What follows belongs to an exercise in optimizing a design on an open flow for small area; a production flow would make more cautious choices.
RTL that was checked went through simulation tests only; none was proved equivalent to the original.
No functional check of the RTL was part of runs 4 and 5.
No activity file was given, so power comes from the tool's default toggle rates.

==> flow/design.v <==
package synth_pkg;
    localparam int num_voices = 4;
    localparam int midi_w     = 7;
    localparam int sample_w   = 8;
    localparam int phase_w    = 16;
    typedef enum logic [1:0] {
        wave_saw      = 2'd0,
        wave_square   = 2'd1,
        wave_triangle = 2'd2
    } waveform_t;
    localparam logic [midi_w-1:0] cc_waveform     = 7'd70;
    localparam logic [midi_w-1:0] cc_square_min   = 7'd43;
    localparam logic [midi_w-1:0] cc_triangle_min = 7'd86;
    function automatic logic [phase_w-1:0] note_incr(input logic [midi_w-1:0] note);
        logic [3:0]         octave;
        logic [3:0]         semi;
        logic [phase_w-1:0] base;
        octave = 4'(note / 7'd12);
        semi   = 4'(note % 7'd12);
        case (semi)
            4'd0:    base = 16'd16384;
            4'd1:    base = 16'd17358;
            4'd2:    base = 16'd18391;
            4'd3:    base = 16'd19484;
            4'd4:    base = 16'd20643;
            4'd5:    base = 16'd21870;
            4'd6:    base = 16'd23170;
            4'd7:    base = 16'd24548;
            4'd8:    base = 16'd26008;
            4'd9:    base = 16'd27554;
            4'd10:   base = 16'd29193;
            default: base = 16'd30929;
        endcase
        note_incr = base >> (4'd10 - octave);
    endfunction
endpackage
`timescale 1ns/1ps
module uart_rx #(
    parameter int clks_per_bit = 8
) (
    input  logic       clk,
    input  logic       rst_n,
    input  logic       di,
    output logic [7:0] byte_data,
    output logic       byte_valid
);
    localparam int cnt_w = $clog2(clks_per_bit);
    localparam logic [cnt_w-1:0] cnt_full = cnt_w'(clks_per_bit - 1);
    localparam logic [cnt_w-1:0] cnt_half = cnt_w'(clks_per_bit / 2 - 1);
    typedef enum logic [1:0] {st_idle, st_start, st_data, st_stop} state_t;
    state_t           state;
    logic [cnt_w-1:0] cnt;
    logic [2:0]       bit_idx;
    logic [1:0]       di_sync;
    logic [7:0]       shift;
    logic             rx;
    logic             take_bit;
    assign rx         = di_sync[1];
    assign take_bit   = (state == st_data) && (cnt == cnt_full);
    assign byte_data  = shift;
    assign byte_valid = (state == st_idle) && cnt[0];
    always_ff @(posedge clk) begin
        if (!rst_n) begin
            state      <= st_idle;
            cnt        <= '0;
            bit_idx    <= '0;
            di_sync    <= 2'b11;
        end else begin
            di_sync    <= {di_sync[0], di};
            case (state)
                st_idle: begin
                    cnt <= '0;
                    if (!rx) state <= st_start;
                end
                st_start: begin
                    if (cnt == cnt_half) begin
                        cnt     <= '0;
                        bit_idx <= '0;
                        state   <= rx ? st_idle : st_data;
                    end else begin
                        cnt <= cnt + 1'b1;
                    end
                end
                st_data: begin
                    if (take_bit) begin
                        cnt     <= '0;
                        bit_idx <= bit_idx + 1'b1;
                        if (bit_idx == 3'd7) state <= st_stop;
                    end else begin
                        cnt <= cnt + 1'b1;
                    end
                end
                default: begin
                    if (cnt == cnt_full) begin
                        cnt   <= cnt_w'(rx);
                        state <= st_idle;
                    end else begin
                        cnt <= cnt + 1'b1;
                    end
                end
            endcase
        end
    end
    always_ff @(posedge clk) begin
        if (take_bit) shift <= {rx, shift[7:1]};
    end
endmodule
`timescale 1ns/1ps
module midi_parser (
    input  logic                        clk,
    input  logic                        rst_n,
    input  logic [3:0]                  channel,
    input  logic [7:0]                  byte_data,
    input  logic                        byte_valid,
    output logic [synth_pkg::midi_w-1:0] first_byte,
    output logic                        note_on,
    output logic                        note_off,
    output logic                        note_off_nx,
    output logic                        cc_valid
);
    typedef enum logic [1:0] {rs_none, rs_note_on, rs_note_off, rs_cc} run_t;
    run_t              run;
    logic              have_first;
    logic              is_status;
    logic              is_data;
    logic              second;
    assign is_status = byte_valid && byte_data[7] && (byte_data < 8'hF8);
    assign is_data   = byte_valid && !byte_data[7] && (run != rs_none);
    assign second    = is_data && have_first;
    assign note_off_nx = second && ((run == rs_note_off) ||
                                    ((run == rs_note_on) && (byte_data[6:0] == '0)));
    always_ff @(posedge clk) begin
        if (!rst_n) begin
            run        <= rs_none;
            have_first <= 1'b0;
            note_on    <= 1'b0;
            note_off   <= 1'b0;
            cc_valid   <= 1'b0;
        end else begin
            note_on  <= second && (run == rs_note_on) && (byte_data[6:0] != '0);
            note_off <= note_off_nx;
            cc_valid <= second && (run == rs_cc);
            if (is_status) begin
                have_first <= 1'b0;
                if (byte_data[3:0] != channel) begin
                    run <= rs_none;
                end else begin
                    case (byte_data[7:4])
                        4'h9:    run <= rs_note_on;
                        4'h8:    run <= rs_note_off;
                        4'hB:    run <= rs_cc;
                        default: run <= rs_none;
                    endcase
                end
            end else if (is_data) begin
                have_first <= !have_first;
            end
        end
    end
    always_ff @(posedge clk) begin
        if (is_data && !have_first) first_byte <= byte_data[6:0];
    end
endmodule
`timescale 1ns/1ps
module voice_alloc (
    input  logic                            clk,
    input  logic                            rst_n,
    input  logic                            note_on,
    input  logic                            note_off,
    input  logic [synth_pkg::num_voices-1:0] note_match,
    input  logic [1:0]                      h,
    output logic [synth_pkg::num_voices-1:0] voice_active,
    output logic [synth_pkg::num_voices-1:0] off_sel,
    output logic                            wr_head
);
    logic [synth_pkg::num_voices-1:0] free_sel;
    logic [1:0]                       free_idx;
    logic                             free_found;
    logic                             off_found;
    logic                             pend;
    logic [1:0]                       pend_idx;
    always_comb begin
        free_sel   = '0;
        off_sel    = '0;
        free_idx   = '0;
        for (int i = synth_pkg::num_voices - 1; i >= 0; i--) begin
            if (!voice_active[i]) begin
                free_sel    = '0;
                free_sel[i] = 1'b1;
                free_idx    = 2'(i);
            end
            if (voice_active[i] && note_match[i]) begin
                off_sel    = '0;
                off_sel[i] = 1'b1;
            end
        end
        free_found = !(&voice_active);
        off_found  = |off_sel;
    end
    assign wr_head = (note_on && free_found && (free_idx == h)) || (pend && (pend_idx == h));
    always_ff @(posedge clk) begin
        if (!rst_n) begin
            voice_active <= '0;
            pend         <= 1'b0;
        end else begin
            if (note_on && free_found) begin
                voice_active <= voice_active | free_sel;
            end else if (note_off && off_found) begin
                voice_active <= voice_active & ~off_sel;
            end
            if (note_on && free_found && (free_idx != h)) pend <= 1'b1;
            else if (pend_idx == h) pend <= 1'b0;
        end
    end
    always_ff @(posedge clk) begin
        if (note_on) pend_idx <= free_idx;
    end
endmodule
`timescale 1ns/1ps
module synth_ctrl_regs (
    input  logic                        clk,
    input  logic                        rst_n,
    input  logic [synth_pkg::midi_w-1:0] cc_num,
    input  logic [synth_pkg::midi_w-1:0] cc_val,
    input  logic                        cc_valid,
    output synth_pkg::waveform_t        waveform
);
    always_ff @(posedge clk) begin
        if (!rst_n) begin
            waveform <= synth_pkg::wave_saw;
        end else if (cc_valid && (cc_num == synth_pkg::cc_waveform)) begin
            if (cc_val >= synth_pkg::cc_triangle_min) begin
                waveform <= synth_pkg::wave_triangle;
            end else if (cc_val >= synth_pkg::cc_square_min) begin
                waveform <= synth_pkg::wave_square;
            end else begin
                waveform <= synth_pkg::wave_saw;
            end
        end
    end
endmodule
`timescale 1ns/1ps
module osc_bank #(
    parameter int sample_div = 64
) (
    input  logic                            clk,
    input  logic                            rst_n,
    input  logic [synth_pkg::midi_w-1:0]     note_in,
    input  logic [synth_pkg::midi_w-1:0]     vel_in,
    input  logic                            wr_head,
    input  logic                            note_off,
    input  logic                            note_off_nx,
    input  logic [synth_pkg::num_voices-1:0] voice_active,
    input  logic [synth_pkg::num_voices-1:0] off_sel,
    input  synth_pkg::waveform_t            waveform,
    output logic [synth_pkg::num_voices-1:0] note_match,
    output logic [1:0]                      h,
    output logic [synth_pkg::sample_w-1:0]   mix,
    output logic                            sample_tick
);
    localparam int nv = synth_pkg::num_voices;
    localparam int pw = synth_pkg::phase_w;
    localparam int mw = synth_pkg::midi_w;
    localparam int sw = synth_pkg::sample_w;
    logic [5:0]          div_cnt;
    logic [nv-1:0][pw-1:0] r_phase;
    logic [nv-1:0][mw-1:0] r_note;
    logic [nv-1:0][mw-1:0] r_vel;
    logic [nv-1:0]       alive;
    synth_pkg::waveform_t wave_t;
    logic [sw+1:0]       acc;
    logic [sw+1:0]       acc_sum;
    logic                upd;
    logic                surv;
    logic [sw-1:0]       top;
    logic [sw-1:0]       shaped;
    logic [sw+mw-1:0]    prod;
    logic [sw-1:0]       scaled;
    logic [pw-1:0]       phase_nx;
    logic [nv-1:0]       match_pos;
    always_ff @(posedge clk) begin
        if (!rst_n) begin
            div_cnt     <= '0;
            sample_tick <= 1'b0;
        end else begin
            div_cnt     <= div_cnt + 1'b1;
            sample_tick <= (div_cnt == 6'd63);
        end
    end
    assign h   = div_cnt[1:0] - 2'd1;
    assign upd = (div_cnt[5:2] == 4'hF && div_cnt[1:0] != 2'd0) || (div_cnt == 6'd0);
    always_comb begin
        for (int i = 0; i < nv; i++) match_pos[i] = (r_note[i] == note_in);
        for (int v = 0; v < nv; v++) note_match[v] = match_pos[2'(v) - h];
    end
    always_comb begin
        case (h)
            2'd0:    surv = alive[0] && voice_active[0] && !((note_off || note_off_nx) && off_sel[0]);
            2'd1:    surv = alive[1] && voice_active[1] && !(note_off && off_sel[1]);
            2'd2:    surv = alive[2] && voice_active[2];
            default: surv = alive[3];
        endcase
    end
    always_comb begin
        top = r_phase[0][pw-1 -: sw];
        case (wave_t)
            synth_pkg::wave_square:   shaped = {sw{top[sw-1]}};
            synth_pkg::wave_triangle: shaped = top[sw-1] ? {~top[sw-2:0], 1'b0}
                                                         : {top[sw-2:0], 1'b0};
            default:                  shaped = top;
        endcase
        prod     = shaped * r_vel[0];
        scaled   = prod[mw +: sw];
        acc_sum  = ((div_cnt == 6'd61) ? '0 : acc) + (surv ? (sw+2)'(scaled) : '0);
        phase_nx = surv ? r_phase[0] + synth_pkg::note_incr(r_note[0]) : '0;
    end
    assign mix = acc_sum[sw+1 -: sw];
    always_ff @(posedge clk) begin
        for (int i = 0; i < nv - 1; i++) begin
            r_phase[i] <= r_phase[i+1];
            r_note[i]  <= r_note[i+1];
            r_vel[i]   <= r_vel[i+1];
        end
        r_phase[nv-1] <= upd ? phase_nx : r_phase[0];
        r_note[nv-1]  <= wr_head ? note_in : r_note[0];
        r_vel[nv-1]   <= wr_head ? vel_in : r_vel[0];
        acc           <= acc_sum;
        if (sample_tick) wave_t <= waveform;
    end
    always_ff @(posedge clk) begin
        if (!rst_n) begin
            alive <= '0;
        end else if (sample_tick) begin
            alive <= voice_active;
        end else begin
            alive <= alive & voice_active;
        end
    end
endmodule
`timescale 1ns/1ps
module mixer (
    input  logic                          clk,
    input  logic                          rst_n,
    input  logic [synth_pkg::sample_w-1:0] mix,
    input  logic                          sample_tick,
    input  logic                          sample_ready,
    output logic [synth_pkg::sample_w-1:0] sample,
    output logic                          sample_valid
);
    logic load;
    assign load = sample_tick && (!sample_valid || sample_ready);
    always_ff @(posedge clk) begin
        if (!rst_n) begin
            sample_valid <= 1'b0;
        end else if (load) begin
            sample_valid <= 1'b1;
        end else if (sample_ready) begin
            sample_valid <= 1'b0;
        end
    end
    always_ff @(posedge clk) begin
        if (load) sample <= mix;
    end
endmodule
`timescale 1ns/1ps
module synth_top #(
    parameter int clks_per_bit = 8,
    parameter int sample_div   = 64
) (
    input  logic                            clk,
    input  logic                            rst_n,
    input  logic                            di,
    input  logic [3:0]                      channel,
    output logic [synth_pkg::sample_w-1:0]   sample,
    output logic                            sample_valid,
    input  logic                            sample_ready,
    output logic [synth_pkg::num_voices-1:0] voice_active
);
    logic [7:0]                      byte_data;
    logic                            byte_valid;
    logic [synth_pkg::midi_w-1:0]     first_byte;
    logic                            note_on;
    logic                            note_off;
    logic                            note_off_nx;
    logic                            cc_valid;
    logic [synth_pkg::num_voices-1:0] note_match;
    logic [synth_pkg::num_voices-1:0] off_sel;
    logic [1:0]                      h;
    logic                            wr_head;
    logic [synth_pkg::sample_w-1:0]   mix;
    logic                            sample_tick;
    synth_pkg::waveform_t            waveform;
    uart_rx #(
        .clks_per_bit(clks_per_bit)
    ) i_uart_rx (
        .clk(clk), .rst_n(rst_n), .di(di),
        .byte_data(byte_data), .byte_valid(byte_valid)
    );
    midi_parser i_midi_parser (
        .clk(clk), .rst_n(rst_n), .channel(channel),
        .byte_data(byte_data), .byte_valid(byte_valid),
        .first_byte(first_byte),
        .note_on(note_on), .note_off(note_off), .note_off_nx(note_off_nx),
        .cc_valid(cc_valid)
    );
    voice_alloc i_voice_alloc (
        .clk(clk), .rst_n(rst_n),
        .note_on(note_on), .note_off(note_off),
        .note_match(note_match), .h(h),
        .voice_active(voice_active), .off_sel(off_sel), .wr_head(wr_head)
    );
    synth_ctrl_regs i_synth_ctrl_regs (
        .clk(clk), .rst_n(rst_n),
        .cc_num(first_byte), .cc_val(byte_data[6:0]), .cc_valid(cc_valid),
        .waveform(waveform)
    );
    osc_bank #(
        .sample_div(sample_div)
    ) i_osc_bank (
        .clk(clk), .rst_n(rst_n),
        .note_in(first_byte), .vel_in(byte_data[6:0]), .wr_head(wr_head),
        .note_off(note_off), .note_off_nx(note_off_nx),
        .voice_active(voice_active), .off_sel(off_sel),
        .waveform(waveform),
        .note_match(note_match), .h(h), .mix(mix), .sample_tick(sample_tick)
    );
    mixer i_mixer (
        .clk(clk), .rst_n(rst_n),
        .mix(mix), .sample_tick(sample_tick),
        .sample_ready(sample_ready), .sample(sample), .sample_valid(sample_valid)
    );
endmodule
==> flow/run.sh <==
#!/bin/bash
# synth_recipe.tcl (not shown) runs the flow's synth.tcl, then flattens the netlist and writes it again
# the make line also repeats each setting of config.mk as NAME=value (left out here)
make -C /OpenROAD-flow-scripts/flow DESIGN_CONFIG=/design/flow/config.mk WORK_HOME=/design/flow/orfs CLKGATE_MAP_FILE= SYNTH_SCRIPT=/design/flow/synth_recipe.tcl finish
==> flow/config.mk <==
export PLATFORM = sky130hd
export DESIGN_NAME = synth_top
export DESIGN_NICKNAME = synth_top
export VERILOG_FILES = /design/flow/design.v
export SDC_FILE = /design/flow/constraint.sdc
export NUM_CORES = 4
export LEC_CHECK = 0
export CAP_MARGIN = 20
export CORE_MARGIN = 2
export CORE_UTILIZATION = 40
export SLEW_MARGIN = 20
==> flow/constraint.sdc <==
create_clock -name core_clock -period 10.0 [get_ports {clk}]
set_input_delay 2.0000 -clock core_clock [delete_from_list [all_inputs] [get_ports {clk}]]
set_output_delay 2.0000 -clock core_clock [all_outputs]
set_load 0.01 [all_outputs]
==> results of run 1 <==
## flip-flops by register name, summed over array words and instances, names as in the netlist, 2 cells and up
signal                      flops
i_uart_rx.state                 2
i_voice_alloc.pend_idx          2
i_mixer.sample                  8
i_midi_parser.run               2
i_osc_bank.r_phase             64
i_uart_rx.shift                 8
i_osc_bank.acc                 10
i_osc_bank.alive                4
i_osc_bank.wave_t               2
i_uart_rx.bit_idx               3
i_uart_rx.di_sync               2
i_midi_parser.first_byte        7
i_voice_alloc.voice_active      4
i_osc_bank.r_note              28
i_osc_bank.div_cnt              6
i_synth_ctrl_regs.waveform      2
i_uart_rx.cnt                   3
i_osc_bank.r_vel               28
## metal layers
layer  GRT usage [%]  up-vias  share of wire (%)
met5               0        -                  0
li1                -     3878                  -
met2            26.3      174                 45
met3            2.59       25                4.2
met4            4.39        0                1.3
met1            22.4     3753                 49
## layout by cell type, fill, tap and decap left out, types with 4 or more instances in the layout
master           count
a211oi_1            12
a21o_1              14
a21oi_1             61
a31oi_1              8
a32o_1               4
and2_1              36
and3_1              11
and4_1               5
clkbuf_16           17
clkdlybuf4s50_1     20
clkinv_8             4
dfxtp_1            165
edfxtp_1            27
fa_1                30
ha_1                80
inv_1               71
mux2_2              16
mux2i_1             10
mux4_2               7
nand2_1            116
nand2b_1            13
nand3_1             31
nand4_1             10
nor2_1              54
nor2b_1             12
nor3_1              18
nor3b_1              4
nor4_1              10
o211a_1              6
o211ai_1             8
o21a_1               7
o21ai_0             47
o21bai_1             5
o221ai_1             4
o22ai_1              7
o31ai_1             14
or2_2                6
or3_1                4
xnor2_1             38
xor2_1              33
## synth_stat cells (all sizes together) (4+ instances only)
cell	instances	share of area, %
a21o	14	0.99
nand4	10	0.59
mux4	7	1.5
o211a	6	0.57
nor2b	12	0.71
o211ai	8	0.57
a32o	4	0.38
a21boi	5	0.35
nor3	18	0.85
o21bai	5	0.35
or3	4	0.24
buf	19	0.96
clkbuf	31	1.1
o31ai	15	1.1
o21a	7	0.50
a2bb2oi	4	0.39
dfxtp	165	31
fa	30	5.7
mux2i	11	1.0
nand2	116	4.1
ha	80	9.5
or2	7	0.41
and2	36	2.1
and3	11	0.65
edfxtp	27	7.7
o22ai	7	0.41
and4	5	0.41
nor3b	4	0.28
o221ai	4	0.33
nor2	55	2.0
nand2b	13	0.77
xnor2	38	3.1
nand3	31	1.5
xor2	33	2.7
a21oi	61	2.9
a211oi	13	1.0
mux2	16	1.7
o21ai	49	2.3
a31oi	8	0.47
inv	71	2.5
nor4	10	0.59
## kinds of logic after synthesis
logic type,count (synthesis),share of synthesized area [%]
muxes,34,4.23
DFF,192,38.9
AOI/OAI and AO/OA,239,15.3
xor gates and xnor gates,71,5.87
buffers and inverters,122,4.61
adders and majority gates,110,15.1
and+or+nand+nor,341,16.0
## layout make-up
type,count,share of cell area (%)
clock buffer,17,3.64
clock inverter,15,2.01
inverter,72,2.31
multi-input combinational,795,51.4
sequential,192,35.2
tap,335,3.58
timing repair buffer,23,1.90
## path summary, 6_finish.rpt
path | start | to | cells past startpoint
setup / recovery | i_osc_bank.r_note[1] | i_osc_bank.r_phase[63] | 24
setup reg to reg | i_osc_bank.r_note[1] | i_osc_bank.r_phase[63] | 24
hold / removal | i_osc_bank.r_phase[31] | i_osc_bank.r_phase[15] | 0
hold reg to reg | i_osc_bank.r_phase[31] | i_osc_bank.r_phase[15] | 0
## stage by stage
step | hold WS (ps) | setup slack [ps] | instance area (um^2) | utilization, %
floorplan | 310 | 3490 | 10600 | -
finish | 321 | 2410 | 11700 | 44.9
detailed placement | 312 | 2580 | 11000 | 42.4
global placement | 310 | 2750 | 11000 | 42.4
CTS | 323 | 2500 | 11700 | 44.9
global route | 330 | 1810 | 11700 | 44.9
## report_power, final
group	total, mW	switching [mW]	leakage, nW	internal [mW]
logic	0.302	0.178	3.11	0.125
clock network	0.745	0.333	0.321	0.412
registers	0.861	0.0317	1.58	0.830
total	1.91	0.542	5.01	1.37
==> reports/results.ini, run 1 <==
[routing]
drt_first_pass_iters = 5
detail_route.wl_per_cell_um = 15.0
via_per_inst = 5.40
vias = 7830
antenna_violating_nets_post_route = 0
drc = 0
wirelength_um = 21700
violation_count_after_the_first_detailed_routing_iteration = 518

[floorplan]
initial_core_util_pct = 40.6
die_w_um = 167
fp.dieArea_um2 = 27800
die_h_um = 167
fp_rows = 59
io_pins = 21
floorplan.core_area_um2 = 26100

[power]
totalPowerFinal_mw = 1.91
irDropWorstVdd_v = 0.000118
power_leakage_nw = 5.01
p_per_area_nw_per_um2 = 163

[final_layout]
multi_input_comb_area_um2 = 6010
share_of_layout_cells_above_drive_strength_1_pct = 6.64
area.growth.synth_to_final_pct = 10.5
n_antenna_cell = 0
seq_area_um2 = 4110
design.final.nets = 1219
instances_no_fill = 1449
n_fill_cell = 2464

[clock_tree]
postCtsResizedCells = 0
cts.sink_count = 192
cts_tree = built
clockBufferDepth = 2
numCtsBuffers = 17
worst_setup_hold_path_clk_slew_ps = 80
worst_skew_pair.late_latency_ps = 440
cts_root_buffer = clkbuf_16
post-cts-setup-buffers = 0
ctsHtreeMaxLevel = 4
ctsHoldBuffers = 0

[setup_path]
worst-endpoint-required_ps = 10320
reg_to_reg_setup_timing_slack_ps = 2410
timing.critical_path.arrival_ps = 7910
path_max_fanout = 15
crit_buf_inv = 2
start_kind = flop
max_stage_delay_ps = 730
critical_path.cell_chain = inv_1, ha_1, and4bb_4, a22oi_1, nand2_1, o41ai_1, or2_1, inv_1, ha_1, xnor2_1, nor3_1, a21oi_1, nand3_1, o21a_1, ha_1, a21o_1, a21o_1, a2111oi_0, nor4_1, or2_2, o41a_1, a41oi_1, a2111o_1, nand3_1
setup.worst_path.end_class = flop
worst_path_max_delay_cell = a2111oi_0
critical_path_class = reg2reg
critical-path-top-delay-family = compound AO/OA/AOI/OAI gates
critical-path-top-cell-by-count = ha_1

[global_routing]
grt_pass1_vias = 7500
grt_start_max_net_pins = 33
antenna_found_initial = 0
global_route.overflow_total = 0
grt.total_usage_pct = 16.2
first_pass_grt_wire_length_um = 37300

[sta]
final-hold-violation-count = 0
finalSetupViolations = 0
tightest_slew_ps = 1000
fin_tns_setup_ps = 0
maxClockFrequency_ghz = 0.132
fin_skew_ps = 16.2
slew_viol_final = 0
rsz0062_at_grt = false
maxSlewHeadroom_pct = 33.1
final_min_period_over_clock_period_pct = 75.9
layout_min_cycle_time_ps = 7590

[synthesis]
synth.cell_area_um2 = 10600
synth_seq_area_share_pct = 38.9
yosys.cell_types.count = 77
synth-main-ff-cell = dfxtp_1
ys_seq_elements = 192
mappedNetlistNets = 1227
syn_area_per_cell_um2 = 9.55
synth-edff-count = 27
fraction_of_synthesis_flops_using_an_asynchronous_set_or_reset_pin_pct = 0
ys.warnings.count = 6
netlist_instances = 1109

[placed_design]
detailed_place_hpwl_um = 15800
placed_cells_incl_taps = 1417
gpl.final_weighted_congestion = 0.900
io_buffers = 20

[status]
status = timing/DRC/antenna clean

[job]
drv.max_cap_violation_count = 0

[hold_path]
hp-class = reg2reg

==> inputs of run 2 (changes only) <==
--- a/flow/design.v
+++ b/flow/design.v
@@ -13,2 +13,18 @@
     localparam logic [midi_w-1:0] cc_triangle_min = 7'd86;
+    function automatic logic [phase_w-1:0] semi_base(input logic [3:0] semi);
+        case (semi)
+            4'd0:    semi_base = 16'd16384;
+            4'd1:    semi_base = 16'd17358;
+            4'd2:    semi_base = 16'd18391;
+            4'd3:    semi_base = 16'd19484;
+            4'd4:    semi_base = 16'd20643;
+            4'd5:    semi_base = 16'd21870;
+            4'd6:    semi_base = 16'd23170;
+            4'd7:    semi_base = 16'd24548;
+            4'd8:    semi_base = 16'd26008;
+            4'd9:    semi_base = 16'd27554;
+            4'd10:   semi_base = 16'd29193;
+            default: semi_base = 16'd30929;
+        endcase
+    endfunction
     function automatic logic [phase_w-1:0] note_incr(input logic [midi_w-1:0] note);
@@ -264,3 +280,4 @@
     localparam int sw = synth_pkg::sample_w;
-    logic [5:0]          div_cnt;
+    logic [5:0]            dm;
+    logic [3:0]            k;
     logic [nv-1:0][pw-1:0] r_phase;
@@ -268,28 +285,33 @@
     logic [nv-1:0][mw-1:0] r_vel;
-    logic [nv-1:0]       alive;
-    synth_pkg::waveform_t wave_t;
-    logic [sw+1:0]       acc;
-    logic [sw+1:0]       acc_sum;
-    logic                upd;
-    logic                surv;
-    logic [sw-1:0]       top;
-    logic [sw-1:0]       shaped;
-    logic [sw+mw-1:0]    prod;
-    logic [sw-1:0]       scaled;
-    logic [pw-1:0]       phase_nx;
-    logic [nv-1:0]       match_pos;
+    logic [nv-1:0][sw-1:0] r_prod;
+    logic [nv-1:0]         r_cy;
+    logic [nv-1:0]         alive;
+    synth_pkg::waveform_t  wave_t;
+    logic [sw+1:0]         acc;
+    logic [sw+1:0]         acc_sum;
+    logic                  surv;
+    logic [sw-1:0]         top;
+    logic [sw-1:0]         shaped;
+    logic [sw:0]           pp;
+    logic [3:0]            octave;
+    logic [3:0]            semi;
+    logic [pw-1:0]         base;
+    logic [4:0]            bidx;
+    logic [31:0]           base_x;
+    logic [1:0]            inc2;
+    logic [2:0]            sum2;
+    logic [pw-1:0]         phase_fb;
     always_ff @(posedge clk) begin
         if (!rst_n) begin
-            div_cnt     <= '0;
+            dm          <= 6'd63;
             sample_tick <= 1'b0;
         end else begin
-            div_cnt     <= div_cnt + 1'b1;
-            sample_tick <= (div_cnt == 6'd63);
+            dm          <= dm + 1'b1;
+            sample_tick <= (dm == 6'd62);
         end
     end
-    assign h   = div_cnt[1:0] - 2'd1;
-    assign upd = (div_cnt[5:2] == 4'hF && div_cnt[1:0] != 2'd0) || (div_cnt == 6'd0);
-    always_comb begin
-        for (int i = 0; i < nv; i++) match_pos[i] = (r_note[i] == note_in);
-        for (int v = 0; v < nv; v++) note_match[v] = match_pos[2'(v) - h];
+    assign h = dm[1:0];
+    assign k = dm[5:2];
+    always_ff @(posedge clk) begin
+        note_match[h] <= (r_note[0] == note_in);
     end
@@ -311,6 +333,17 @@
         endcase
-        prod     = shaped * r_vel[0];
-        scaled   = prod[mw +: sw];
-        acc_sum  = ((div_cnt == 6'd61) ? '0 : acc) + (surv ? (sw+2)'(scaled) : '0);
-        phase_nx = surv ? r_phase[0] + synth_pkg::note_incr(r_note[0]) : '0;
+        pp = ((k == 4'd0) ? '0 : {1'b0, r_prod[0]}) + (r_vel[0][k[2:0]] ? {1'b0, shaped} : '0);
+    end
+    always_comb begin
+        octave   = 4'(r_note[0] / 7'd12);
+        semi     = 4'(r_note[0] % 7'd12);
+        base     = synth_pkg::semi_base(semi);
+        bidx     = {1'b0, k[2:0], 1'b0} + 5'd10 - {1'b0, octave};
+        base_x   = {16'd0, base};
+        inc2     = base_x[bidx +: 2];
+        sum2     = {1'b0, r_phase[0][1:0]} + {1'b0, inc2} + {2'b0, (k[2:0] != 3'd0) && r_cy[0]};
+        phase_fb = {sum2[1:0], r_phase[0][pw-1:2]};
+        if (k == 4'd15 && !surv) phase_fb = '0;
+    end
+    always_comb begin
+        acc_sum  = ((dm == 6'd60) ? '0 : acc) + (surv ? (sw+2)'(r_prod[0]) : '0);
     end
@@ -322,4 +355,8 @@
             r_vel[i]   <= r_vel[i+1];
+            r_prod[i]  <= r_prod[i+1];
+            r_cy[i]    <= r_cy[i+1];
         end
-        r_phase[nv-1] <= upd ? phase_nx : r_phase[0];
+        r_phase[nv-1] <= k[3] ? phase_fb : r_phase[0];
+        r_prod[nv-1]  <= (!k[3] && k[2:0] != 3'd7) ? pp[sw:1] : r_prod[0];
+        r_cy[nv-1]    <= sum2[2];
         r_note[nv-1]  <= wr_head ? note_in : r_note[0];
--- a/flow/config.mk
+++ b/flow/config.mk
@@ -7,5 +7,8 @@
 export LEC_CHECK = 0
+export ABC_AREA = 1
 export CAP_MARGIN = 20
 export CORE_MARGIN = 2
-export CORE_UTILIZATION = 40
+export CORE_UTILIZATION = 60
+export CTS_BUF_LIST = sky130_fd_sc_hd__clkbuf_4
+export CTS_CLUSTER_SIZE = 30
 export SLEW_MARGIN = 20
==> reports/results.ini, run 2 <==
[synthesis]
synth-edff-count = 27  ; unchanged
ys_seq_elements = 232  ; +21%
netlist_instances = 955  ; -14%
synth-main-ff-cell = dfxtp_1
netlist.area_leader.share_pct = 46.7  ; +15 points
synth_area_leader_cell = dfxtp_1
ys.warnings.count = 6  ; unchanged
post-synth-top-count-cell = dfxtp_1
synth.cell_area_um2 = 8790  ; -17%
yosys.cell_types.count = 49  ; -36%
synth_seq_area_share_pct = 55.9  ; +17 points
synth_top_cells_by_area = dfxtp_1 47%, edfxtp_1 9.2%, nand2_1 6.7%
syn_area_per_cell_um2 = 9.21  ; -3.6%
mappedNetlistNets = 1012  ; -18%
synth_commonest_cells = 205 x dfxtp_1, 157 x nand2_1, 121 x inv_1
fraction_of_synthesis_flops_using_an_asynchronous_set_or_reset_pin_pct = 0  ; unchanged

[floorplan]
io_pins = 21  ; unchanged
floorplan.core_area_um2 = 14400  ; -45%
initial_core_util_pct = 60.9  ; +20 points
die_w_um = 125  ; -25%
die_h_um = 125  ; -25%
fp.dieArea_um2 = 15600  ; -44%
fp_rows = 44  ; -25%

[setup_path]
start_kind = flop
setup.worst_path.end_class = flop
critical_path.cell_chain = inv_1, nor2_1, inv_1, nor2_1, nor2_1, ha_1, a21oi_1, nand2_1, a21o_1, a21oi_1, inv_1, a21oi_1, o21bai_1, nand2_1, nand2_1, nand2_1, o21ai_0
worst_path_max_delay_cell = dfxtp_1
worst-endpoint-required_ps = 10360  ; +40 ps
path_max_fanout = 27  ; +12
timing.critical_path.arrival_ps = 4340  ; -3570 ps
critical_path_class = reg2reg
max_stage_delay_ps = 870  ; +140 ps
critical-path-top-cell-by-count = nand2_1

[sta]
rsz0062_at_grt = false
fin_skew_ps = 60.1  ; +43.9 ps
slew_viol_final = 0  ; unchanged
maxClockFrequency_ghz = 0.252  ; +91%
final_min_period_over_clock_period_pct = 39.8  ; -36 points
maxSlewHeadroom_pct = 40.0  ; +6.9 points
fin_tns_setup_ps = 0  ; unchanged
tightest_slew_ps = 900  ; -103 ps
layout_min_cycle_time_ps = 3980  ; -3610 ps
finalSetupViolations = 0  ; unchanged
final-hold-violation-count = 0  ; unchanged

[routing]
vias = 6447  ; -18%
via_per_inst = 5.22  ; -3.3%
wirelength_um = 16900  ; -22%
wl_met1_um = 7800  ; -27%
antenna_violating_nets_post_route = 0  ; unchanged
detailroute.wirelength.met2_um = 7750  ; -21%
drt_first_pass_iters = 5  ; unchanged
detail_route.wl_per_cell_um = 13.7  ; -8.6%
drc = 0  ; unchanged
highest-signal-layer = met4
routed-wl-met3_um = 836  ; -7.6%
violation_count_after_the_first_detailed_routing_iteration = 396  ; -24%

[placed_design]
dpl_cell_area_um2 = 9150  ; -17%
gpl.final_weighted_congestion = 0.928  ; +3.1%
io_buffers = 20  ; unchanged
detailed_place_hpwl_um = 12000  ; -24%

[global_routing]
antenna_found_initial = 0  ; unchanged
grt_start_max_net_pins = 28  ; -15%
grt_pass1_vias = 6448  ; -14%
global_route.overflow_total = 0  ; unchanged
first_pass_grt_wire_length_um = 29000  ; -22%
grt.total_usage_pct = 22.1  ; +5.9 points

[final_layout]
final_design_area_no_fill_um2 = 9830  ; -16%
layout_top_registers = i_osc_bank.r_phase: 64 flops, i_osc_bank.r_prod: 32 flops
share_of_layout_cells_above_drive_strength_1_pct = 10.6  ; +3.9 points
area.growth.synth_to_final_pct = 11.8
layout.cells.most_common = dfxtp_1
regMostFlops = i_osc_bank.r_phase
n_antenna_cell = 0  ; unchanged
final_cell_mix = 205 x dfxtp_1, 157 x nand2_1, 121 x inv_1, 91 x nand3_1, 76 x clkbuf_4
design.final.nets = 1071  ; -12%
number_of_flip_flops_under_the_largest_register_name = 64  ; unchanged

[clock_tree]
cts_root_buffer = clkbuf_4
ctsHoldBuffers = 0  ; unchanged
worst_skew_pair.late_latency_ps = 660  ; +220 ps
clockBufferDepth = 3  ; +1
numCtsBuffers = 53  ; +36
ctsHtreeMaxLevel = 2  ; -2
postCtsResizedCells = 0  ; unchanged
cts.sink_count = 232  ; +21%
worst_setup_hold_path_clk_slew_ps = 60  ; -20 ps
cts_tree = built
post-cts-setup-buffers = 0  ; unchanged

[hold_path]
hp-class = reg2reg

[power]
power_leakage_nw = 4.47  ; -11%
irDropWorstVdd_v = 0.000129  ; +9.1%
p_per_area_nw_per_um2 = 244  ; +50%
totalPowerFinal_mw = 2.40  ; +26%

[status]
status = timing/DRC/antenna clean

[job]
drv.max_cap_violation_count = 0  ; unchanged

==> run 2: path summary, 6_finish.rpt <==
path                                           from             endpoint  slack, ps  cells past startpoint
worst max register to register     i_osc_bank.dm[5]    i_mixer.sample[7]       6020                     17
worst min register to register  i_osc_bank.r_vel[8]  i_osc_bank.r_vel[1]        280                      0
worst max-delay path               i_osc_bank.dm[5]    i_mixer.sample[7]       6020                     17
worst min-delay path            i_osc_bank.r_vel[8]  i_osc_bank.r_vel[1]        280                      0
==> run 2: final cells by class <==
cell class / instances / area, um^2
sequential: 232 / 4910
tap: 184 / 230
timing repair buffer: 20 / 200
clock inverter: 15 / 109
multi-input combinational: 579 / 3330
fill: 1193 / 4590
clock buffer: 76 / 571
inverter: 128 / 480
==> run 2: logic make-up (layout without fill, tap and decap cells) <==
group	after synthesis	count (layout)	share of synthesized area, %
simple gates	367	367	18.8
flops	232	232	55.9
buf+inv	144	239	6.26
compound gates	139	139	9.21
fa+ha+maj	49	49	7.40
xor+xnor	22	22	2.19
mux	2	2	0.256
==> run 2: worst max-delay path, delay by kind of cell (launching register included) <==
kind / cells / cell delay (ps)
flip-flops: 1 / 870
AND/OR/NAND/NOR: 7 / 1090
buffers and inverters: 3 / 570
AO/OA/AOI/OAI: 6 / 820
adder cells (fa/ha/maj): 1 / 360
==> run 2: per-layer routing <==
metal	vias up	global-route usage, %
met4	0	9.87
met3	49	5.69
met1	2941	28.6
li1	3287	-
met5	-	0
met2	170	35.3
==> run 2: power by group <==
group          internal [mW]  switching [mW]
Clock                  0.398           0.334
Sequential              1.13          0.0733
Combinational          0.177           0.289
==> run 2: per-stage QoR <==
step	instances	setup slack [ps]	hold WS (ps)	utilization [%]
2_1_floorplan	955	6480	310	-
3_3_place_gp	1143	5970	310	63.4
3_5_place_dp	1143	5890	312	63.4
4_1_cts	1234	6020	284	68.2
5_1_grt	1234	5520	308	68.2
6_report	1234	6020	284	68.2
==> inputs of run 3 (changes only) <==
--- a/flow/config.mk
+++ b/flow/config.mk
@@ -10,5 +10,3 @@
 export CORE_MARGIN = 2
-export CORE_UTILIZATION = 60
-export CTS_BUF_LIST = sky130_fd_sc_hd__clkbuf_4
-export CTS_CLUSTER_SIZE = 30
+export CORE_UTILIZATION = 40
 export SLEW_MARGIN = 20
==> reports/results.ini, run 3 <==
[status]
status = timing/DRC/antenna clean

[synthesis]
ys_seq_elements = 232  ; unchanged
synth-edff-count = 27  ; unchanged
ys.warnings.count = 6  ; unchanged
netlist_instances = 955  ; unchanged
post-synth-top-count-cell = dfxtp_1
synth_area_leader_cell = dfxtp_1
fraction_of_synthesis_flops_using_an_asynchronous_set_or_reset_pin_pct = 0  ; unchanged
netlist.area_leader.share_pct = 46.7  ; unchanged
synth_seq_area_share_pct = 55.9  ; unchanged
mappedNetlistNets = 1012  ; unchanged
yosys.cell_types.count = 49  ; unchanged
syn_area_per_cell_um2 = 9.21  ; unchanged
synth-main-ff-cell = dfxtp_1
synth_top_cells_by_area = dfxtp_1 47%, edfxtp_1 9.2%, nand2_1 6.7%
synth_commonest_cells = 205 x dfxtp_1, 157 x nand2_1, 121 x inv_1
synth.cell_area_um2 = 8790  ; unchanged

[sta]
fin_tns_setup_ps = 0  ; unchanged
final-hold-violation-count = 0  ; unchanged
maxSlewHeadroom_pct = 42.4  ; +2.4 points
final_setup_slack_of_the_worst_path_ps = 6020  ; -0.110 ps
maxClockFrequency_ghz = 0.252  ; about the same
tightest_slew_ps = 863  ; -37.1 ps
final_min_period_over_clock_period_pct = 39.8  ; about the same
layout_min_cycle_time_ps = 3980  ; +0.110 ps
slew_viol_final = 0  ; unchanged
fin_skew_ps = 19.9  ; -40.2 ps
final.hold.worst_slack_ps = 312  ; +27.5 ps
rsz0062_at_grt = false
finalSetupViolations = 0  ; unchanged

[setup_path]
critical-path-top-cell-by-count = nor2_1
worst-endpoint-required_ps = 10350  ; about the same
crit_buf_inv = 5  ; +2
path_max_fanout = 10  ; -63%
critical_path_class = reg2reg
timing.critical_path.arrival_ps = 4320  ; -20 ps
max_stage_delay_ps = 470  ; -400 ps
setup.worst_path.end_class = flop
worst_path_max_delay_cell = ha_1
critical-path-top-delay-family = simple AND/OR/NAND/NOR gates
critical_path.cell_chain = inv_1, nand3_1, nand2_1, inv_2, nor2_1, inv_2, nand2_1, nand2_2, nand2_4, inv_2, ha_1, nor2_1, inv_1, a21oi_1, nor2_1, nand2_1, nand2_1, nor2_1, nor2_1, fa_1, fa_1, nand3_1, o21ai_0
start_kind = flop

[clock_tree]
cts_root_buffer = clkbuf_16
ctsHoldBuffers = 0  ; unchanged
postCtsResizedCells = 0  ; unchanged
cts.sink_count = 232  ; unchanged
clockBufferDepth = 3  ; unchanged
numCtsBuffers = 24  ; -55%
cts_tree = built
worst_skew_pair.late_latency_ps = 510  ; -150 ps
post-cts-setup-buffers = 0  ; unchanged
ctsHtreeMaxLevel = 1  ; -1
worst_setup_hold_path_clk_slew_ps = 60  ; about the same

[final_layout]
layout_top_registers = i_osc_bank.r_phase: 64 flops, i_osc_bank.r_prod: 32 flops
number_of_flip_flops_under_the_largest_register_name = 64  ; unchanged
multi_input_comb_area_um2 = 3330  ; unchanged
seq_area_um2 = 4910  ; unchanged
final_cell_mix = 205 x dfxtp_1, 157 x nand2_1, 121 x inv_1, 91 x nand3_1, 73 x nor2_1
share_of_layout_cells_above_drive_strength_1_pct = 7.28  ; -3.3 points
regMostFlops = i_osc_bank.r_phase
layout.cells.most_common = dfxtp_1
n_fill_cell = 2018  ; +69%
area.growth.synth_to_final_pct = 15.4
design.final.nets = 1042  ; -2.7%
n_antenna_cell = 0  ; unchanged

[floorplan]
fp.dieArea_um2 = 23200  ; +48%
io_pins = 21  ; unchanged
initial_core_util_pct = 40.5  ; -20 points
die_w_um = 152  ; +22%
die_h_um = 152  ; +22%
floorplan.core_area_um2 = 21700  ; +50%
fp_rows = 54  ; +23%

[power]
seqPwrFrac_pct = 46.0  ; -4.1 points
net-switching-power_mw = 0.713  ; +2.4%
p_per_area_nw_per_um2 = 256  ; +5.0%
clock_power_share_pct = 36.3  ; +5.8 points
power_leakage_nw = 4.48  ; +0.42%
power.combinational.fraction_pct = 17.7  ; -1.7 points
cell_internal_pwr_mw = 1.89  ; +11%
netSwitchingFraction_pct = 27.4  ; -1.6 points
irDropWorstVdd_v = 0.000128  ; -0.44%

[placed_design]
io_buffers = 20  ; unchanged
gpl.final_weighted_congestion = 0.881  ; -5.0%
detailed_place_hpwl_um = 11400  ; -4.9%
preCtsSetupSlack_ps = 5820  ; -64.3 ps

[global_routing]
global_route.overflow_total = 0  ; unchanged
grt_pass1_vias = 5733  ; -11%
antenna_found_initial = 0  ; unchanged
first_pass_grt_wire_length_um = 27400  ; -5.7%
grt_start_max_net_pins = 28  ; unchanged
grt.total_usage_pct = 14.0  ; -8.1 points

[routing]
antenna_violating_nets_post_route = 0  ; unchanged
drt_first_pass_iters = 5  ; unchanged
violation_count_after_the_first_detailed_routing_iteration = 393  ; -0.76%
drc = 0  ; unchanged
highest-signal-layer = met4
detail_route.wl_per_cell_um = 12.5  ; -8.5%
vias = 6154  ; -4.5%
routed-wl-met3_um = 654  ; -22%
via_per_inst = 4.80  ; -8.2%
wirelength_um = 16100  ; -4.8%
wl_met1_um = 7890  ; +1.3%
detailroute.wirelength.met2_um = 7160  ; -7.7%

[job]
drv.max_cap_violation_count = 0  ; unchanged

[hold_path]
hp-class = reg2reg

[run 3: cell type report]
| class | count | share of cell area, % |
|---|---|---|
| sequential | 232 | 48.5 |
| multi-input combinational | 579 | 32.8 |
| clock buffer | 31 | 7.01 |
| inverter | 128 | 4.74 |
| tap | 280 | 3.45 |
| timing repair buffer | 20 | 1.97 |
| clock inverter | 13 | 1.58 |
[run 3: layer usage]
metal / up-vias / track usage (%)
li1: 3207 / -
met1: 2809 / 19.2
met2: 106 / 22.6
met3: 32 / 2.36
met4: 0 / 4.41
met5: - / 0
[run 3: worst paths after layout]
| path | from | end | slack, ps | cells after the start |
|---|---|---|---|---|
| min | i_osc_bank.r_phase[41] | i_osc_bank.r_phase[25] | 310 | 0 |
| max | i_osc_bank.r_note[4] | i_osc_bank.r_phase[63] | 6020 | 23 |
| max reg2reg | i_osc_bank.r_note[4] | i_osc_bank.r_phase[63] | 6020 | 23 |
| min reg2reg | i_osc_bank.r_phase[41] | i_osc_bank.r_phase[25] | 310 | 0 |
[run 3: logic make-up after synthesis]
| logic type | Yosys count | share of synthesized area [%] |
|---|---|---|
| simple gates | 367 | 18.8 |
| flops | 232 | 55.9 |
| buf+inv | 144 | 6.26 |
| compound gates | 139 | 9.21 |
| fa+ha+maj | 49 | 7.40 |
| xor+xnor | 22 | 2.19 |
| mux | 2 | 0.256 |
[run 3: metrics by stage]
stage | utilization [%] | instances | instance area, um^2 | power, mW
detailed placement | 42.7 | 1239 | 9270 | 1.68
global placement | 42.7 | 1239 | 9270 | 1.67
global route | 46.8 | 1283 | 10100 | 2.77
finish | 46.8 | 1283 | 10100 | 2.60
CTS | 46.8 | 1283 | 10100 | 2.63
floorplan | - | 955 | 8790 | 1.56
[run 3: power by group through the flow]
stage,Combinational [mW],Clock (mW),Sequential [mW]
floorplan,0.375,0,1.19
global placement,0.459,0,1.21
detailed placement,0.461,0,1.22
CTS,0.465,0.969,1.20
global route,0.538,1.01,1.22
finish,0.461,0.942,1.20
==> inputs of run 4 (changes only) <==
--- a/flow/design.v
+++ b/flow/design.v
@@ -13,2 +13,26 @@
     localparam logic [midi_w-1:0] cc_triangle_min = 7'd86;
+    function automatic logic [10:0] rca10(input logic [9:0] a, input logic [9:0] b, input logic cin);
+        logic [10:0] c;
+        logic [9:0]  x;
+        c[0] = cin;
+        for (int i = 0; i < 10; i++) begin
+            x[i]   = a[i] ^ b[i] ^ c[i];
+            c[i+1] = (a[i] & b[i]) | (c[i] & (a[i] ^ b[i]));
+        end
+        rca10 = {c[10], x};
+    endfunction
+    function automatic logic [7:0] octave_semi(input logic [6:0] note);
+        logic [3:0] o;
+        logic [1:0] r;
+        logic [2:0] t;
+        logic       ge;
+        r = {1'b0, note[6]};
+        for (int i = 5; i >= 2; i--) begin
+            t      = {r, note[i]};
+            ge     = t[2] | (t[1] & t[0]);
+            o[i-2] = ge;
+            r      = ge ? {t[2] & t[0], t[2] & !t[0]} : t[1:0];
+        end
+        octave_semi = {o, r, note[1:0]};
+    endfunction
     function automatic logic [phase_w-1:0] semi_base(input logic [3:0] semi);
@@ -62,9 +86,10 @@
 );
-    localparam int cnt_w = $clog2(clks_per_bit);
-    localparam logic [cnt_w-1:0] cnt_full = cnt_w'(clks_per_bit - 1);
-    localparam logic [cnt_w-1:0] cnt_half = cnt_w'(clks_per_bit / 2 - 1);
-    typedef enum logic [1:0] {st_idle, st_start, st_data, st_stop} state_t;
-    state_t           state;
-    logic [cnt_w-1:0] cnt;
-    logic [2:0]       bit_idx;
+    localparam logic [1:0] st_idle  = 2'd0;
+    localparam logic [1:0] st_start = 2'd1;
+    localparam logic [1:0] st_data  = 2'd2;
+    localparam logic [1:0] st_stop  = 2'd3;
+    logic [7:0]       sc;
+    logic [1:0]       state;
+    logic [5:0]       c;
+    logic [5:0]       c_inc;
     logic [1:0]       di_sync;
@@ -73,11 +98,12 @@
     logic             take_bit;
+    assign state      = sc[7:6];
+    assign c          = sc[5:0];
     assign rx         = di_sync[1];
-    assign take_bit   = (state == st_data) && (cnt == cnt_full);
+    assign take_bit   = (state == st_data) && (c[2:0] == 3'd7);
     assign byte_data  = shift;
-    assign byte_valid = (state == st_idle) && cnt[0];
+    assign byte_valid = (state == st_idle) && c[0];
+    assign c_inc      = 6'(synth_pkg::rca10(10'(c), 10'd0, 1'b1));
     always_ff @(posedge clk) begin
         if (!rst_n) begin
-            state      <= st_idle;
-            cnt        <= '0;
-            bit_idx    <= '0;
+            sc         <= '0;
             di_sync    <= 2'b11;
@@ -87,30 +113,14 @@
                 st_idle: begin
-                    cnt <= '0;
-                    if (!rx) state <= st_start;
+                    sc <= {rx ? st_idle : st_start, 6'd0};
                 end
                 st_start: begin
-                    if (cnt == cnt_half) begin
-                        cnt     <= '0;
-                        bit_idx <= '0;
-                        state   <= rx ? st_idle : st_data;
-                    end else begin
-                        cnt <= cnt + 1'b1;
-                    end
+                    if (c[1:0] == 2'd3) sc <= {rx ? st_idle : st_data, 6'd0};
+                    else                sc <= {st_start, c_inc};
                 end
                 st_data: begin
-                    if (take_bit) begin
-                        cnt     <= '0;
-                        bit_idx <= bit_idx + 1'b1;
-                        if (bit_idx == 3'd7) state <= st_stop;
-                    end else begin
-                        cnt <= cnt + 1'b1;
-                    end
+                    sc <= {(c == 6'd63) ? st_stop : st_data, c_inc};
                 end
                 default: begin
-                    if (cnt == cnt_full) begin
-                        cnt   <= cnt_w'(rx);
-                        state <= st_idle;
-                    end else begin
-                        cnt <= cnt + 1'b1;
-                    end
+                    if (c[2:0] == 3'd7) sc <= {st_idle, 5'd0, rx};
+                    else                sc <= {st_stop, c_inc};
                 end
@@ -308,3 +318,3 @@
         end else begin
-            dm          <= dm + 1'b1;
+            dm          <= 6'(synth_pkg::rca10(10'(dm), 10'd0, 1'b1));
             sample_tick <= (dm == 6'd62);
@@ -333,12 +343,11 @@
         endcase
-        pp = ((k == 4'd0) ? '0 : {1'b0, r_prod[0]}) + (r_vel[0][k[2:0]] ? {1'b0, shaped} : '0);
+        pp = 9'(synth_pkg::rca10(10'((k == 4'd0) ? '0 : r_prod[0]), 10'(r_vel[0][k[2:0]] ? shaped : '0), 1'b0));
     end
     always_comb begin
-        octave   = 4'(r_note[0] / 7'd12);
-        semi     = 4'(r_note[0] % 7'd12);
+        {octave, semi} = synth_pkg::octave_semi(r_note[0]);
         base     = synth_pkg::semi_base(semi);
-        bidx     = {1'b0, k[2:0], 1'b0} + 5'd10 - {1'b0, octave};
+        bidx     = 5'(synth_pkg::rca10(synth_pkg::rca10(10'({k[2:0], 1'b0}), 10'd27, 1'b0), {6'd0, ~octave}, 1'b0));
         base_x   = {16'd0, base};
         inc2     = base_x[bidx +: 2];
-        sum2     = {1'b0, r_phase[0][1:0]} + {1'b0, inc2} + {2'b0, (k[2:0] != 3'd0) && r_cy[0]};
+        sum2     = 3'(synth_pkg::rca10(10'(r_phase[0][1:0]), 10'(inc2), (k[2:0] != 3'd0) && r_cy[0]));
         phase_fb = {sum2[1:0], r_phase[0][pw-1:2]};
@@ -347,3 +356,3 @@
     always_comb begin
-        acc_sum  = ((dm == 6'd60) ? '0 : acc) + (surv ? (sw+2)'(r_prod[0]) : '0);
+        acc_sum  = (sw+2)'(synth_pkg::rca10((dm == 6'd60) ? '0 : acc, surv ? 10'(r_prod[0]) : '0, 1'b0));
     end
--- a/flow/config.mk
+++ b/flow/config.mk
@@ -10,3 +10,6 @@
 export CORE_MARGIN = 2
-export CORE_UTILIZATION = 40
+export CORE_UTILIZATION = 60
+export CTS_BUF_LIST = sky130_fd_sc_hd__clkbuf_8
+export CTS_CLUSTER_DIAMETER = 50
+export CTS_CLUSTER_SIZE = 20
 export SLEW_MARGIN = 20
==> reports/results.ini, run 4 <==
[status]
status = timing/DRC/antenna clean

[final_layout]
design.final.nets = 980  ; -6.0%
final_design_area_no_fill_um2 = 9280  ; -8.5%
n_fill_cell = 1109  ; -45%
number_of_flip_flops_under_the_largest_register_name = 64  ; unchanged
layout_top_registers = i_osc_bank.r_phase: 64 flops, i_osc_bank.r_prod: 32 flops
layout.cells.most_common = nand2_1
n_antenna_cell = 0  ; unchanged
final_cell_mix = 209 x nand2_1, 205 x dfxtp_1, 123 x inv_1, 54 x nor2_1, 48 x nand3_1
regMostFlops = i_osc_bank.r_phase
area.growth.synth_to_final_pct = 9.19
share_of_layout_cells_above_drive_strength_1_pct = 6.84  ; -0.44 points

[synthesis]
synth-main-ff-cell = dfxtp_1
ys.warnings.count = 6  ; unchanged
synth_seq_area_share_pct = 57.8  ; +1.9 points
ys_seq_elements = 232  ; unchanged
mappedNetlistNets = 951  ; -6.0%
yosys.cell_types.count = 49  ; unchanged
post-synth-top-count-cell = nand2_1
synth_top_cells_by_area = dfxtp_1 48%, edfxtp_1 9.5%, nand2_1 9.2%
synth-edff-count = 27  ; unchanged
netlist.area_leader.share_pct = 48.3  ; +1.6 points
fraction_of_synthesis_flops_using_an_asynchronous_set_or_reset_pin_pct = 0  ; unchanged
synth_commonest_cells = 209 x nand2_1, 205 x dfxtp_1, 120 x inv_1
netlist_instances = 896  ; -6.2%
synth.cell_area_um2 = 8500  ; -3.3%
syn_area_per_cell_um2 = 9.48  ; +3.0%
synth_area_leader_cell = dfxtp_1

[power]
p_per_area_nw_per_um2 = 239  ; -7.0%
power_leakage_nw = 4.19  ; -6.6%
totalPowerFinal_mw = 2.21  ; -15%
irDropWorstVdd_v = 0.000173  ; +35%

[floorplan]
fp.dieArea_um2 = 15100  ; -35%
floorplan.core_area_um2 = 13900  ; -36%
die_h_um = 123  ; -19%
io_pins = 21  ; unchanged
fp_rows = 43  ; -20%
initial_core_util_pct = 61.2  ; +21 points
die_w_um = 123  ; -19%

[hold_path]
min-delay-start = i_osc_bank.r_vel[21]
hp-class = reg2reg

[setup_path]
regToRegEndpoint = i_mixer.sample[7]
reg2reg_from = i_uart_rx.shift[4]
start_kind = flop
path_max_fanout = 7  ; -3
crit_path_capture = i_mixer.sample[7]
worst-path-stages = 23  ; unchanged
critical-path-top-cell-by-count = fa_1
reg_to_reg_setup_timing_slack_ps = 4850  ; -1180 ps
worst_path_max_delay_cell = edfxtp_1
critical_path.cell_chain = inv_1, nand2_1, inv_1, nand2_1, nor4_1, nand2_1, a21oi_1, nor2_1, nor2_1, o21ai_1, o21ai_0, inv_1, nand2_1, fa_1, fa_1, fa_1, fa_1, fa_1, fa_1, fa_1, inv_1, ha_1, xnor2_1
crit_buf_inv = 4  ; -1
cp-startpoint = i_uart_rx.shift[4]
setup.worst_path.end_class = flop
critical-path-top-delay-family = adder cells
critical_path_class = reg2reg
max_stage_delay_ps = 450  ; -20 ps
worst-endpoint-required_ps = 10270  ; -80 ps
r2r_cells = 23  ; unchanged
timing.critical_path.arrival_ps = 5420  ; +1100 ps

[sta]
final-hold-violation-count = 0  ; unchanged
slew_viol_final = 0  ; unchanged
maxClockFrequency_ghz = 0.194  ; -23%
tightest_slew_ps = 997  ; +134 ps
rsz0062_at_grt = false
final.hold.worst_slack_ps = 323  ; +11.6 ps
layout_min_cycle_time_ps = 5150  ; +1180 ps
final_min_period_over_clock_period_pct = 51.5  ; +12 points
finalSetupViolations = 0  ; unchanged
fin_tns_setup_ps = 0  ; unchanged
fin_skew_ps = 26.4  ; +6.44 ps
maxSlewHeadroom_pct = 33.5  ; -8.9 points

[routing]
violation_count_after_the_first_detailed_routing_iteration = 487  ; +24%
vias = 5707  ; -7.3%
via_per_inst = 5.11  ; +6.6%
wirelength_um = 15400  ; -4.4%
antenna_violating_nets_post_route = 0  ; unchanged
detail_route.wl_per_cell_um = 13.8  ; +9.9%
drt_first_pass_iters = 7  ; +2
drc = 0  ; unchanged

[placed_design]
io_buffers = 20  ; unchanged
dpl_cell_area_um2 = 8880  ; -4.3%
detailed_place_hpwl_um = 11100  ; -3.1%
gpl.final_weighted_congestion = 0.904  ; +2.6%

[global_routing]
grt_pass1_vias = 5543  ; -3.3%
grt_start_max_net_pins = 29  ; +3.6%
grt.total_usage_pct = 21.4  ; +7.5 points
antenna_found_initial = 0  ; unchanged
global_route.overflow_total = 0  ; unchanged
first_pass_grt_wire_length_um = 26000  ; -5.0%

[clock_tree]
cts.sink_count = 232  ; unchanged
ctsHtreeMaxLevel = 1  ; unchanged
post-cts-setup-buffers = 0  ; unchanged
worst_skew_pair.late_latency_ps = 520  ; about the same
cts_root_buffer = clkbuf_8
postCtsResizedCells = 0  ; unchanged
numCtsBuffers = 19  ; -21%
clockBufferDepth = 3  ; unchanged
worst_setup_hold_path_clk_slew_ps = 120  ; +60 ps
cts_tree = built
ctsHoldBuffers = 0  ; unchanged

[job]
drv.max_cap_violation_count = 0  ; unchanged

run 4: cell types whose count changed after synthesis, sizes merged, moves of 6 or more:
| cell | before | now |
|---|---|---|
| nor2 | 75 | 56 |
| a21oi | 44 | 38 |
| nand3 | 93 | 52 |
| nand4 | 13 | 5 |
| fa | 5 | 19 |
| nand2 | 164 | 219 |
| ha | 44 | 28 |
| o21ai | 60 | 41 |
| xnor2 | 14 | 5 |
run 4: logic make-up after synthesis:
group	count (synthesis)	share of synthesized area, %
compound gates	112	7.82
xor+xnor	13	1.34
fa+ha+maj	47	8.60
buf+inv	139	6.18
flops	232	57.8
mux	1	0.133
simple gates	352	18.1
run 4: routing by layer:
| layer | track usage, % | up-vias | wire length [um] |
|---|---|---|---|
| li1 | - | 2919 | - |
| met1 | 29.6 | 2645 | 7410 |
| met2 | 36.2 | 128 | 7180 |
| met3 | 3.18 | 15 | 619 |
| met4 | 4.33 | 0 | 150 |
| met5 | 0 | - | 0 |
run 4: worst register-to-register path: cells and delay by family, from the launching register on:
kind | cells | cell delay, ps
fa+ha+maj | 8 | 2940
simple gates | 7 | 530
compound gates | 3 | 450
xor+xnor | 1 | 90
flops | 1 | 450
buf+inv | 4 | 470
run 4: worst min-delay path by stage:
stage          cells after the start               endpoint
6_report                           0   i_osc_bank.r_vel[14]
5_1_grt                            0    i_osc_bank.r_vel[6]
4_1_cts                            0    i_osc_bank.r_vel[6]
3_5_place_dp                       0  i_osc_bank.r_note[10]
3_3_place_gp                       0  i_osc_bank.r_prod[13]
2_1_floorplan                      0     i_osc_bank.r_cy[0]
run 4: layout make-up:
cell class	count	area, um^2	share of cell area [%]
clock buffers	19	262	2.82
repair buffers	21	208	2.24
well taps	180	225	2.43
multi-input cells	525	3060	32.9
clock inverters	13	139	1.50
flip-flops and latches	232	4910	53.0
inverters	126	473	5.10
run 4: metrics by stage:
step / utilization [%] / std cells / worst slack (ps)
2_1_floorplan: - / 896 / 5430
3_3_place_gp: 64.0 / 1084 / 5020
3_5_place_dp: 64.0 / 1084 / 4940
4_1_cts: 66.8 / 1116 / 4910
5_1_grt: 66.8 / 1116 / 4490
6_report: 66.8 / 1116 / 4850
run 4: report_power, final:
part           leakage [nW]  switching, mW  total (mW)  internal, mW
sequential             1.92         0.0867        1.23          1.14
combinational          2.05          0.272       0.438         0.167
clock                 0.212          0.321       0.546         0.225
total                  4.19          0.679        2.21          1.53
==> inputs of run 5 (changes only) <==
--- a/flow/config.mk
+++ b/flow/config.mk
@@ -11,5 +11,5 @@
 export CORE_UTILIZATION = 60
-export CTS_BUF_LIST = sky130_fd_sc_hd__clkbuf_8
+export CTS_BUF_LIST = sky130_fd_sc_hd__clkbuf_16
 export CTS_CLUSTER_DIAMETER = 50
-export CTS_CLUSTER_SIZE = 20
+export CTS_CLUSTER_SIZE = 30
 export SLEW_MARGIN = 20
==> reports/results.ini, run 5 <==
[status]
status = timing/DRC/antenna clean

[final_layout]
fin_util_pct = 68.8  ; +1.9 points
instances_no_fill = 1116  ; unchanged
seq_area_um2 = 4910  ; unchanged
number_of_flip_flops_under_the_largest_register_name = 64  ; unchanged
final_design_area_no_fill_um2 = 9550  ; +2.9%
layout.cells.most_common = nand2_1
share_of_layout_cells_above_drive_strength_1_pct = 7.16  ; +0.32 points
regMostFlops = i_osc_bank.r_phase
design.final.nets = 979  ; -0.10%
area.growth.synth_to_final_pct = 12.4
n_fill_cell = 1072  ; -3.3%
final_cell_mix = 209 x nand2_1, 205 x dfxtp_1, 120 x inv_1, 54 x nor2_1, 48 x nand3_1
layout_top_registers = i_osc_bank.r_phase: 64 flops, i_osc_bank.r_prod: 32 flops
n_antenna_cell = 0  ; unchanged
multi_input_comb_area_um2 = 3060  ; +0.25%

[synthesis]
synth.cell_area_um2 = 8500  ; unchanged
netlist_instances = 896  ; unchanged
post_synth_fa_ha_maj_area_fraction_pct = 8.60  ; unchanged
synthXorXnorAreaFrac_pct = 1.34  ; unchanged
post_synth_mux_area_share_pct = 0.133  ; unchanged
yosys.cell_types.count = 49  ; unchanged
mappedNetlistNets = 951  ; unchanged
combinational_family_with_the_most_area_after_synthesis = simple AND/OR/NAND/NOR gates
synth-main-ff-cell = dfxtp_1
synth_commonest_cells = 209 x nand2_1, 205 x dfxtp_1, 120 x inv_1
netlist.area_leader.share_pct = 48.3  ; unchanged
synth_compound_area_share_pct = 7.82  ; unchanged
fraction_of_synthesis_flops_using_an_asynchronous_set_or_reset_pin_pct = 0  ; unchanged
ys.warnings.count = 6  ; unchanged
synth-edff-count = 27  ; unchanged
ys_seq_elements = 232  ; unchanged
post-synth-top-count-cell = nand2_1
syn_area_per_cell_um2 = 9.48  ; unchanged
synth_area_leader_cell = dfxtp_1
post_synth_and_or_nand_nor_area_fraction_pct = 18.1  ; unchanged
synth_top_cells_by_area = dfxtp_1 48%, edfxtp_1 9.5%, nand2_1 9.2%
synth_seq_area_share_pct = 57.8  ; unchanged

[job]
drv.max_cap_violation_count = 0  ; unchanged

[clock_tree]
ctsHoldBuffers = 0  ; unchanged
ctsHtreeMaxLevel = 1  ; unchanged
cts_tree = built
cts_root_buffer = clkbuf_16
clockBufferDepth = 3  ; unchanged
postCtsResizedCells = 0  ; unchanged
worst_setup_hold_path_clk_slew_ps = 90  ; -30 ps
numCtsBuffers = 18  ; -1
cts.sink_count = 232  ; unchanged
post-cts-setup-buffers = 0  ; unchanged
worst_skew_pair.late_latency_ps = 500  ; -20 ps

[sta]
layout_min_cycle_time_ps = 5180  ; +28.8 ps
tightest_slew_ps = 905  ; -92.7 ps
final_min_period_over_clock_period_pct = 51.8  ; +0.29 points
slew_viol_final = 0  ; unchanged
finalSetupViolations = 0  ; unchanged
fin_tns_setup_ps = 0  ; unchanged
maxClockFrequency_ghz = 0.193  ; -0.56%
fin_skew_ps = 30.8  ; +4.49 ps
maxSlewHeadroom_pct = 39.5  ; +6.0 points
final-hold-violation-count = 0  ; unchanged
rsz0062_at_grt = false
final.hold.worst_slack_ps = 320  ; -2.95 ps

[setup_path]
worst-endpoint-required_ps = 10240  ; -30 ps
r2r_cells = 23  ; unchanged
start_kind = flop
critical_path_class = reg2reg
setup.worst_path.end_class = flop
timing.critical_path.arrival_ps = 5420  ; about the same
regToRegEndpoint = i_mixer.sample[7]
reg2reg_from = i_uart_rx.shift[4]
path_max_fanout = 7  ; unchanged
reg_to_reg_setup_timing_slack_ps = 4820  ; -30 ps

[placed_design]
placed_cells_incl_taps = 1084  ; unchanged
io_buffers = 20  ; unchanged
detailed_place_hpwl_um = 11100  ; unchanged
gpl.final_weighted_congestion = 0.904  ; unchanged
dpl_cell_area_um2 = 8880  ; unchanged

[routing]
detail_route.wl_per_cell_um = 14.1  ; +2.7%
violation_count_after_the_first_detailed_routing_iteration = 421  ; -14%
wirelength_um = 15800  ; +2.7%
vias = 5750  ; +0.75%
drc = 0  ; unchanged
antenna_violating_nets_post_route = 0  ; unchanged
drt_first_pass_iters = 5  ; -2
via_per_inst = 5.15  ; +0.75%

[floorplan]
initial_core_util_pct = 61.2  ; unchanged
fp_rows = 43  ; unchanged
die_h_um = 123  ; unchanged
fp.dieArea_um2 = 15100  ; unchanged
die_w_um = 123  ; unchanged
io_pins = 21  ; unchanged
floorplan.core_area_um2 = 13900  ; unchanged

[hold_path]
holdPathEnd = i_osc_bank.r_vel[14]
hp-class = reg2reg
min_delay_path_depth = 0  ; unchanged
min-delay-start = i_osc_bank.r_vel[21]

[global_routing]
antenna_found_initial = 0  ; unchanged
grt_pass1_vias = 5608  ; +1.2%
grt_start_max_net_pins = 31  ; +6.9%
global_route.overflow_total = 0  ; unchanged
grt.total_usage_pct = 22.0  ; +0.55 points
first_pass_grt_wire_length_um = 26600  ; +2.2%

[power]
power_leakage_nw = 4.30  ; +2.8%
irDropWorstVdd_v = 0.000189  ; +9.3%
p_per_area_nw_per_um2 = 256  ; +7.2%

==> run 5: cell counts after synthesis <==
No cell type changed its count.
==> run 5: metrics by stage <==
step / power (mW) / worst slack (ps)
after floorplan: 1.55 / 5430
after global routing: 2.59 / 4460
final: 2.44 / 4820
after detailed placement: 1.69 / 4940
after CTS: 2.46 / 4890
after global placement: 1.66 / 5020
==> run 5: metal layers <==
| metal | global-route usage, % | up-vias | wire length, um |
|---|---|---|---|
| li1 | - | 2925 | - |
| met1 | 30.3 | 2684 | 7490 |
| met2 | 37.4 | 123 | 7540 |
| met3 | 2.91 | 18 | 553 |
| met4 | 4.62 | 0 | 180 |
| met5 | 0 | - | 0 |
==> run 5: how the worst max path moves through the flow <==
stage,start,endpoint,slack [ps],cells past startpoint
floorplan,i_uart_rx.shift[4],i_mixer.sample[6],5430,23
global placement,i_uart_rx.shift[4],i_mixer.sample[6],5020,22
detailed placement,i_uart_rx.shift[4],i_mixer.sample[7],4940,23
CTS,i_uart_rx.shift[4],i_mixer.sample[7],4890,23
global route,i_uart_rx.shift[4],i_mixer.sample[7],4460,23
finish,i_uart_rx.shift[4],i_mixer.sample[7],4820,23
==> run 5: cell type report <==
class | instances | area share, %
flip-flops and latches | 232 | 51.5
multi-input cells | 525 | 32.1
clock buffers | 19 | 4.98
inverters | 126 | 4.95
well taps | 180 | 2.36
repair buffers | 21 | 2.18
clock inverters | 13 | 1.97
==> run 5: worst max-delay path, cell delays in order (launching register included) <==
cell and delay [ps]:
edfxtp_1 450, inv_1 110, nand2_1 80, inv_1 50, nand2_1 50, nor4_1 60
nand2_1 80, a21oi_1 90, nor2_1 100, nor2_1 60, o21ai_1 110, o21ai_0 240
inv_1 250, nand2_1 100, fa_1 420, fa_1 400, fa_1 410, fa_1 400
fa_1 390, fa_1 400, fa_1 370, inv_1 70, ha_1 160, xnor2_1 90
==> run 5: kinds of logic after synthesis <==
| logic type | count (synthesis) |
|---|---|
| XOR/XNOR | 13 |
| adder cells (fa/ha/maj) | 47 |
| AND/OR/NAND/NOR | 352 |
| buffers and inverters | 139 |
| AO/OA/AOI/OAI | 112 |
| flip-flops | 232 |
| multiplexers | 1 |
==> run 5: where the power goes <==
part           switching (mW)  internal (mW)  leakage [nW]
sequential             0.0885           1.14          1.92
combinational           0.276          0.166          2.06
clock                   0.382          0.387         0.327

port drivers added, routing unchanged:
In the flow no input, the clock included, has a driving cell. The finished layouts below were timed again as built, in two steps.
Step 1, drivers: a clkbuf_16 drives clk and a buf_2 each remaining input, both assumed.
Step 2, shift: input delay + t, output delay - t, t = (earliest + latest rising clock arrival at the registers) / 2. This alone moves slack from input paths to output paths.
a / b / c = ideal ports / drivers / drivers and shift; a / b = the first two.
run	t, ns	setup WS [ns]	pins driven straight from the clock port
run 1	0.481	2.411 / 2.411 / 2.411	1
run 2	0.661	6.024 / 6.024 / 5.905	1
run 3	0.545	6.024 / 6.024 / 5.898	1
run 4	0.538	4.847 / 4.847 / 4.847	1
run 5	0.525	4.818 / 4.818 / 4.818	1
After both steps every run listed still meets setup and hold. The setup slack of run 3, which loses most, moves by 0.000 ns with the drivers and by -0.126 ns with both steps.
